From an optimization exercise on the open Yosys and OpenROAD flow, aimed at small area; shortcuts taken in it are not production practice.
RTL that was checked went through simulation tests only; none was proved equivalent to the original.
Power is estimated from default activity; no workload was simulated.

Setup of the baseline:
==> flow/design.v <==
module pulsing_led_level_controller_unit (
  input  logic                       clk_i,
  input  logic                       rst_ni,
  input  logic                       in_valid,
  output logic                       in_ready,
  input  logic [1:0]                 in_command,
  input  logic [31:0]                in_now_ms,
  input  logic [31:0]                in_last_point_ms,
  input  logic [7:0]                 in_red,
  input  logic [7:0]                 in_green,
  input  logic [7:0]                 in_blue,
  output logic                       out_valid,
  input  logic                       out_ready,
  output logic [17:0]                out_level,
  output logic                       out_pulsing,
  output logic [7:0]                 out_red,
  output logic [7:0]                 out_green,
  output logic [7:0]                 out_blue,
  input  logic                       psel,
  input  logic                       penable,
  input  logic                       pwrite,
  input  logic [3:0]                 paddr,
  input  logic [31:0]                pwdata,
  output logic [31:0]                prdata,
  output logic                       pready
);
  typedef enum logic [3:0] {
    S_IDLE = 4'd0,
    S_EL   = 4'd1,
    S_MOD  = 4'd2,
    S_TABS = 4'd3,
    S_MDA  = 4'd4,
    S_MDB  = 4'd5,
    S_W1   = 4'd6,
    S_W2   = 4'd7,
    S_STOP = 4'd8,
    S_COL  = 4'd9,
    S_ACC  = 4'd10,
    S_OUT  = 4'd14,
    S_RST  = 4'd12,
    S_INIT = 4'd13
  } state_e;
  state_e      st;
  logic [12:0] per_q;
  logic [16:0] low_q, upp_q, gain_q;
  always_ff @(posedge clk_i) begin
    if (st == S_RST) begin
      per_q  <= 13'd2000;
      low_q  <= 17'd3277;
      upp_q  <= 17'd39322;
      gain_q <= 17'd65536;
    end else if (psel && penable && pwrite) begin
      case (paddr[3:2])
        2'd0: per_q  <= pwdata[12:0];
        2'd1: low_q  <= pwdata[16:0];
        2'd2: upp_q  <= pwdata[16:0];
        default: gain_q <= pwdata[16:0];
      endcase
    end
  end
  always_comb begin
    case (paddr[3:2])
      2'd0: prdata = {19'd0, per_q};
      2'd1: prdata = {15'd0, low_q};
      2'd2: prdata = {15'd0, upp_q};
      default: prdata = {15'd0, gain_q};
    endcase
  end
  assign pready = 1'b1;
  logic [4:0]  k;       
  logic [4:0]  step;    
  logic [1:0]  ch;      
  logic        k0, k16;
  assign k0  = (k == 5'd0);
  assign k16 = (k == 5'd16);
  logic [16:0] lv;      
  logic        pul;
  logic [23:0] col;     
  logic [16:0] rr, tr;
  logic        gt, lt, seen, seen2, dbit, sR, neg, bq, ca, cb, cq, rd, qd, ybit;
  logic [31:0] per_z, low_z, upp_z, gain_z;
  assign per_z  = {19'd0, per_q};
  assign low_z  = {15'd0, low_q};
  assign upp_z  = {15'd0, upp_q};
  assign gain_z = {15'd0, gain_q};
  logic [4:0] tidx;
  logic       now_b, last_b;
  assign tidx   = (st == S_EL) ? ~step : step;
  assign now_b  = in_now_ms[tidx];
  assign last_b = in_last_point_ms[tidx];
  logic p_b, l_b, u_b, g_b;
  assign p_b = per_z[k];
  assign l_b = low_z[k];
  assign u_b = upp_z[k];
  assign g_b = gain_z[k];
  logic [31:0] c500, c655;
  assign c500 = 32'd500;
  assign c655 = 32'd655;
  logic shr;             
  logic r_h, t_h, q_h, lv_h;
  assign r_h  = (shr && k16) ? rr[16] : rr[0];
  assign t_h  = (shr && k16) ? tr[16] : tr[0];
  assign q_h  = col[0];
  assign lv_h = lv[0];
  logic [7:0] cin_sel;
  logic [2:0] cj_idx;
  logic       cj;
  always_comb begin
    case (ch)
      2'd0: cin_sel = in_red;
      2'd1: cin_sel = in_green;
      default: cin_sel = in_blue;
    endcase
  end
  assign cj_idx = ~step[2:0];
  assign cj     = cin_sel[cj_idx] & (step[4:3] == 2'b11);
  logic seen0, seen20;
  assign seen0  = k0 ? 1'b0 : seen;
  assign seen20 = k0 ? 1'b0 : seen2;
  logic fa_x, fa_y, fa_c, fa_s, fa_co;
  always_comb begin
    case (st)
      S_MOD, S_TABS: begin fa_x = u_b; fa_y = ~l_b; fa_c = k0 ? 1'b1 : ca; end
      S_MDB:   begin fa_x = rr[0]; fa_y = dbit & tr[0]; fa_c = k0 ? 1'b0 : ca; end
      S_COL:   begin fa_x = t_h;   fa_y = cj & lv_h;    fa_c = k0 ? 1'b0 : ca; end
      default: begin fa_x = l_b;   fa_y = q_h ^ neg;    fa_c = k0 ? (neg ^ bq) : ca; end
    endcase
  end
  assign fa_s  = fa_x ^ fa_y ^ fa_c;
  assign fa_co = (fa_x & fa_y) | (fa_x & fa_c) | (fa_y & fa_c);
  logic fb_x, fb_y, fb_c, fb_s, fb_co, ybit_n;
  assign ybit_n = k0 ? fa_s : ybit;
  always_comb begin
    case (st)
      S_EL:    begin fb_x = now_b;           fb_y = ~last_b;      fb_c = cb; end
      S_W1, S_W2: begin fb_x = lv_h;         fb_y = ~c655[k];     fb_c = k0 ? 1'b1 : cb; end
      S_MOD:   begin fb_x = k0 ? now_b : rd; fb_y = p_b ^ ~sR;  fb_c = k0 ? ~sR : cb; end
      S_MDA:   begin fb_x = k0 ? 1'b0 : rd;  fb_y = p_b ^ ~sR;  fb_c = k0 ? ~sR : cb; end
      S_MDB:   begin fb_x = fa_s;            fb_y = ~sR & ~p_b; fb_c = k0 ? ~sR : cb; end
      default: begin fb_x = r_h;             fb_y = ybit_n & g_b; fb_c = k0 ? 1'b0 : cb; end
    endcase
  end
  assign fb_s  = fb_x ^ fb_y ^ fb_c;
  assign fb_co = (fb_x & fb_y) | (fb_x & fb_c) | (fb_y & fb_c);
  logic gt_n;
  assign gt_n = (fb_s ^ c500[tidx]) ? fb_s : gt;
  logic lt_n;
  assign lt_n  = (fb_s ^ fa_s) ? fa_s : (k0 ? 1'b0 : lt);
  logic cq0, hs;
  assign cq0 = k0 ? bq : cq;
  assign hs  = q_h ^ cq0;
  logic        xfer;      
  assign xfer = (st == S_COL) && (step == 5'd6);
  assign shr  = (st == S_COL) && !xfer;
  logic r_in, t_in, q_in, lv_in, lv_en, col_en, col_in, qmode;
  always_comb begin
    r_in   = r_h;
    t_in   = t_h;
    q_in   = q_h;
    lv_in  = lv_h;
    lv_en  = 1'b0;
    col_en = 1'b0;
    col_in = 1'b0;
    qmode  = 1'b0;
    case (st)
      S_EL: begin
        r_in = 1'b0; t_in = 1'b0;
        col_en = 1'b1;
      end
      S_MOD, S_MDA: begin
        r_in = fb_s;
        col_en = 1'b1; qmode = 1'b1;
      end
      S_MDB: begin
        r_in = fb_s;
        q_in = k0 ? ~sR : qd;
        col_en = 1'b1; qmode = 1'b1;
      end
      S_TABS: begin
        r_in = 1'b0;
        t_in = rr[0] ^ (sR & seen0);
        q_in = fa_s ^ (neg & seen20);
        col_en = 1'b1; qmode = 1'b1;
      end
      S_W1: begin
        lv_en = 1'b1;
        col_en = 1'b1; qmode = 1'b1;
      end
      S_W2: begin
        lv_en = 1'b1;
        lv_in = pul ? fa_s : fb_s;
        q_in = 1'b0;
        col_en = 1'b1; qmode = 1'b1;
      end
      S_STOP: begin
        lv_en = 1'b1;
        lv_in = k16;
      end
      S_RST, S_INIT: begin
        lv_en = 1'b1;
        lv_in = 1'b0;
      end
      S_COL: begin
        lv_en = 1'b1;
        if (xfer) begin
          r_in = 1'b0; t_in = 1'b0;
          col_en = (k >= 5'd7) && (k <= 5'd14);
          col_in = sR | rr[0];
        end else begin
          r_in = fb_s; t_in = fa_s;
        end
      end
      default: ;
    endcase
  end
  always_ff @(posedge clk_i) begin
    rr[14:0] <= rr[15:1];
    tr[14:0] <= tr[15:1];
    if (shr) begin
      rr[15] <= r_in;
      tr[15] <= t_in;
      if (k16) begin
        rr[16] <= fb_co;
        tr[16] <= fa_co;
      end
    end else begin
      rr[15] <= rr[16];
      tr[15] <= tr[16];
      rr[16] <= r_in;
      tr[16] <= t_in;
    end
    rd <= rr[0];
    qd <= hs;
    if (col_en) col <= {col_in, col[23:18], qmode ? q_in : col[17], col[16:1]};
  end
  always_ff @(posedge clk_i) begin
    if (lv_en) lv <= {lv_in, lv[16:1]};
  end
  always_ff @(posedge clk_i) begin
    ca    <= fa_co;
    cb    <= (st == S_IDLE) | fb_co;
    cq    <= q_h & cq0;
    ybit  <= ybit_n;
    lt    <= lt_n;
    seen  <= seen0 | rr[0];
    seen2 <= seen20 | fa_s;
    gt    <= (st == S_EL) & gt_n;
    case (st)
      S_EL: begin
        sR <= 1'b0; neg <= 1'b0; bq <= 1'b0;
      end
      S_MOD: begin
        if (k16) begin
          sR  <= fb_s;
          neg <= ~fa_co;
        end
      end
      S_TABS: begin
        if (k16) sR <= 1'b0;
      end
      S_MDA: begin
        if (k16) begin
          sR   <= fb_s;
          dbit <= q_h;
        end
      end
      S_MDB: begin
        if (k16) begin
          sR <= fb_s;
          bq <= ~fb_s;
        end
      end
      S_COL: begin
        if (k16 && !xfer) sR <= fb_s | fb_co;   
      end
      default: ;
    endcase
  end
  always_ff @(posedge clk_i) begin
    if (st == S_IDLE || st == S_EL || st == S_RST || k16) k <= '0;
    else k <= k + 5'd1;
    case (st)
      S_IDLE: step <= 5'd31;
      S_EL: begin
        step <= step - 5'd1;
        ch   <= 2'd0;
      end
      S_MOD, S_MDB: if (k16) step <= (st == S_MOD && step == 5'd0) ? 5'd16 : step - 5'd1;
      S_COL: begin
        if (k16) begin
          step <= xfer ? 5'd31 : step - 5'd1;
          if (xfer) ch <= ch + 2'd1;
        end
      end
      default: ;
    endcase
  end
  always_ff @(posedge clk_i or negedge rst_ni) begin
    if (!rst_ni) begin
      st   <= S_RST;
      pul  <= 1'b1;
    end else begin
      case (st)
        S_IDLE: begin
          if (in_valid) st <= S_EL;
        end
        S_EL: begin
          if (step == 5'd0) begin
            case (in_command)
              2'd0: begin
                if (pul || gt_n) st <= (per_q == '0) ? S_W1 : S_MOD;
                else st <= S_ACC;
              end
              2'd1: begin
                pul <= 1'b1;
                st  <= S_ACC;
              end
              2'd2: st <= S_STOP;
              default: st <= S_COL;
            endcase
          end
        end
        S_MOD: begin
          if (k16 && step == 5'd0) st <= S_TABS;
        end
        S_TABS: begin
          if (k16) st <= S_MDA;
        end
        S_MDA: begin
          if (k16) st <= S_MDB;
        end
        S_MDB: begin
          if (k16) st <= (step == 5'd0) ? S_W1 : S_MDA;
        end
        S_W1: begin
          if (k16) begin
            pul <= pul | ~fb_co | lt_n;
            st  <= S_W2;
          end
        end
        S_W2: begin
          if (k16) st <= S_ACC;
        end
        S_STOP: begin
          if (k16) begin
            pul <= 1'b0;
            st  <= S_ACC;
          end
        end
        S_COL: begin
          if (k16 && xfer && ch == 2'd2) st <= S_ACC;
        end
        S_ACC: st <= S_OUT;
        S_OUT: begin
          if (out_ready) st <= S_IDLE;
        end
        S_RST: st <= S_INIT;
        S_INIT: begin
          if (k16) st <= S_IDLE;
        end
        default: st <= S_IDLE;
      endcase
    end
  end
  assign in_ready    = (st == S_ACC);
  assign out_valid   = (st == S_OUT);
  assign out_level   = {1'b0, lv};
  assign out_pulsing = pul;
  assign out_red     = col[7:0];
  assign out_green   = col[15:8];
  assign out_blue    = col[23:16];
endmodule
Settings: LEC_CHECK=0, ABC_AREA=1, CAP_MARGIN=20, CORE_MARGIN=2, CORE_UTILIZATION=40, SLEW_MARGIN=20; clock period 11.0 ns.
standard.sh (not shown) runs the stock make flow with config.mk's settings and CLKGATE_MAP_FILE= SYNTH_SCRIPT=/design/flow/synth_recipe.tcl, a recipe that flattens the netlist after the stock synthesis.
==> flow/flow/run.sh <==
#!/bin/bash
# Standard ORFS layout (the standard.sh) with area-oriented choices:
#  - ABC maps with an area-oriented script (flow/abc_area.script, used through a copy of the
#    ORFS scripts folder); registers are mapped by the unchanged yosys flow as in the standard
#    synthesis.
#  - buf_1 as the port buffer on every input and output port.
#  - CTS with clkbuf_8 buffers, larger sink clusters and no dummy loads.
# Each tool's output goes to the ORFS logs under orfs/logs; make's output goes to flow.log.
set -euo pipefail
rm -rf orfs_scripts
cp -r "$FLOW_HOME/scripts" orfs_scripts
cp flow/abc_area.script orfs_scripts/abc_area.script
export SCRIPTS_DIR="$PWD/orfs_scripts"
export BUFFER_PORTS_ARGS="-buffer_cell sky130_fd_sc_hd__buf_1"
export CTS_ARGS="-sink_clustering_enable -repair_clock_nets -dont_use_dummy_load -buf_list sky130_fd_sc_hd__clkbuf_8 -sink_clustering_size 20 -sink_clustering_max_diameter 80"
bash standard.sh > flow.log 2>&1
==> flow/flow/abc_area.script <==
strash
&get -n
&st
&synch2
&dch -f
&put
amap
topo
stime -c
The baseline: done, clean on timing, DRC and antenna
Edits applied to the flow inputs when going from the baseline to the candidate:
--- a/flow/design.v
+++ b/flow/design.v
@@ -42,22 +42,29 @@
   } state_e;
   state_e      st;
   logic [12:0] per_q;
   logic [16:0] low_q, upp_q, gain_q;
+  logic        rst_st, wr;
+  logic [16:0] pw_lo, pw_hi;
+  logic [3:0]  we;
+  assign rst_st = (st == S_RST);
+  assign wr     = psel && penable && pwrite;
+  assign pw_lo  = pwdata[16:0] & {17{~rst_st}};
+  assign pw_hi  = pwdata[16:0] | {17{rst_st}};
+  assign we[0]  = rst_st | (wr && paddr[3:2] == 2'd0);
+  assign we[1]  = rst_st | (wr && paddr[3:2] == 2'd1);
+  assign we[2]  = rst_st | (wr && paddr[3:2] == 2'd2);
+  assign we[3]  = rst_st | (wr && paddr[3:2] == 2'd3);
+  function automatic logic [16:0] wdata(input logic [16:0] rv);
+    wdata = (pw_hi & rv) | (pw_lo & ~rv);
+  endfunction
+  logic [16:0] wd_per;
+  assign wd_per = wdata(17'd2000);
   always_ff @(posedge clk_i) begin
-    if (st == S_RST) begin
-      per_q  <= 13'd2000;
-      low_q  <= 17'd3277;
-      upp_q  <= 17'd39322;
-      gain_q <= 17'd65536;
-    end else if (psel && penable && pwrite) begin
-      case (paddr[3:2])
-        2'd0: per_q  <= pwdata[12:0];
-        2'd1: low_q  <= pwdata[16:0];
-        2'd2: upp_q  <= pwdata[16:0];
-        default: gain_q <= pwdata[16:0];
-      endcase
-    end
+    if (we[0]) per_q  <= wd_per[12:0];
+    if (we[1]) low_q  <= wdata(17'd3277);
+    if (we[2]) upp_q  <= wdata(17'd39322);
+    if (we[3]) gain_q <= wdata(17'd65536);
   end
   always_comb begin
     case (paddr[3:2])
       2'd0: prdata = {19'd0, per_q};
Results
- In summary, the candidate completed successfully, with a layout that passed the timing, design-rule and antenna checks.
- The baseline has lower power share of the clock group than the candidate.
- In the candidate, the wire length came out 6.3% below the value in the baseline.
- Looking at final area, the candidate sits 0.47% below the baseline.
- Compared with the baseline, the candidate shows a lower number of signal-net inverters in the final layout.
- Going from the baseline to the candidate, clock insertion delay at the later pin of the skew report flat, routing usage on met2 down 0.30 points, power down about 13%, wire length of the first global-routing pass down 12%.
No functional check of the RTL was part of the baseline.

-- separate check: timing with driven ports --
Ports are ideal in the flow. The routed layouts listed here were re-timed in OpenROAD. Step 1 (the two cells are an assumption about what drives the block):
set clk [get_ports {clk_i}]
set_driving_cell -lib_cell sky130_fd_sc_hd__clkbuf_16 $clk
set_driving_cell -lib_cell sky130_fd_sc_hd__buf_2 [delete_from_list [all_inputs] $clk]
Step 2 times the ports against the registers' clock, not the clock port: input delays grow and output delays shrink by t, the midpoint of the rising clock arrivals with the driver on. Slacks: ideal / step 1 / step 2; pairs: ideal / step 1.
run | t (ns) | setup slack, ns | worst hold slack (ns) | clock arrival spread, ns
the baseline | 0.481 | 3.667 / 3.643 / 3.643 | 0.314 / 0.314 / 0.314 | 0.028 / 0.028
the candidate | 0.490 | 4.158 / 4.129 / 4.129 | 0.317 / 0.317 / 0.317 | 0.033 / 0.033
After both steps setup and hold are still met in every run listed. The setup slack of the candidate, which loses most, moves by -0.029 ns with the drivers and by -0.029 ns with both steps.
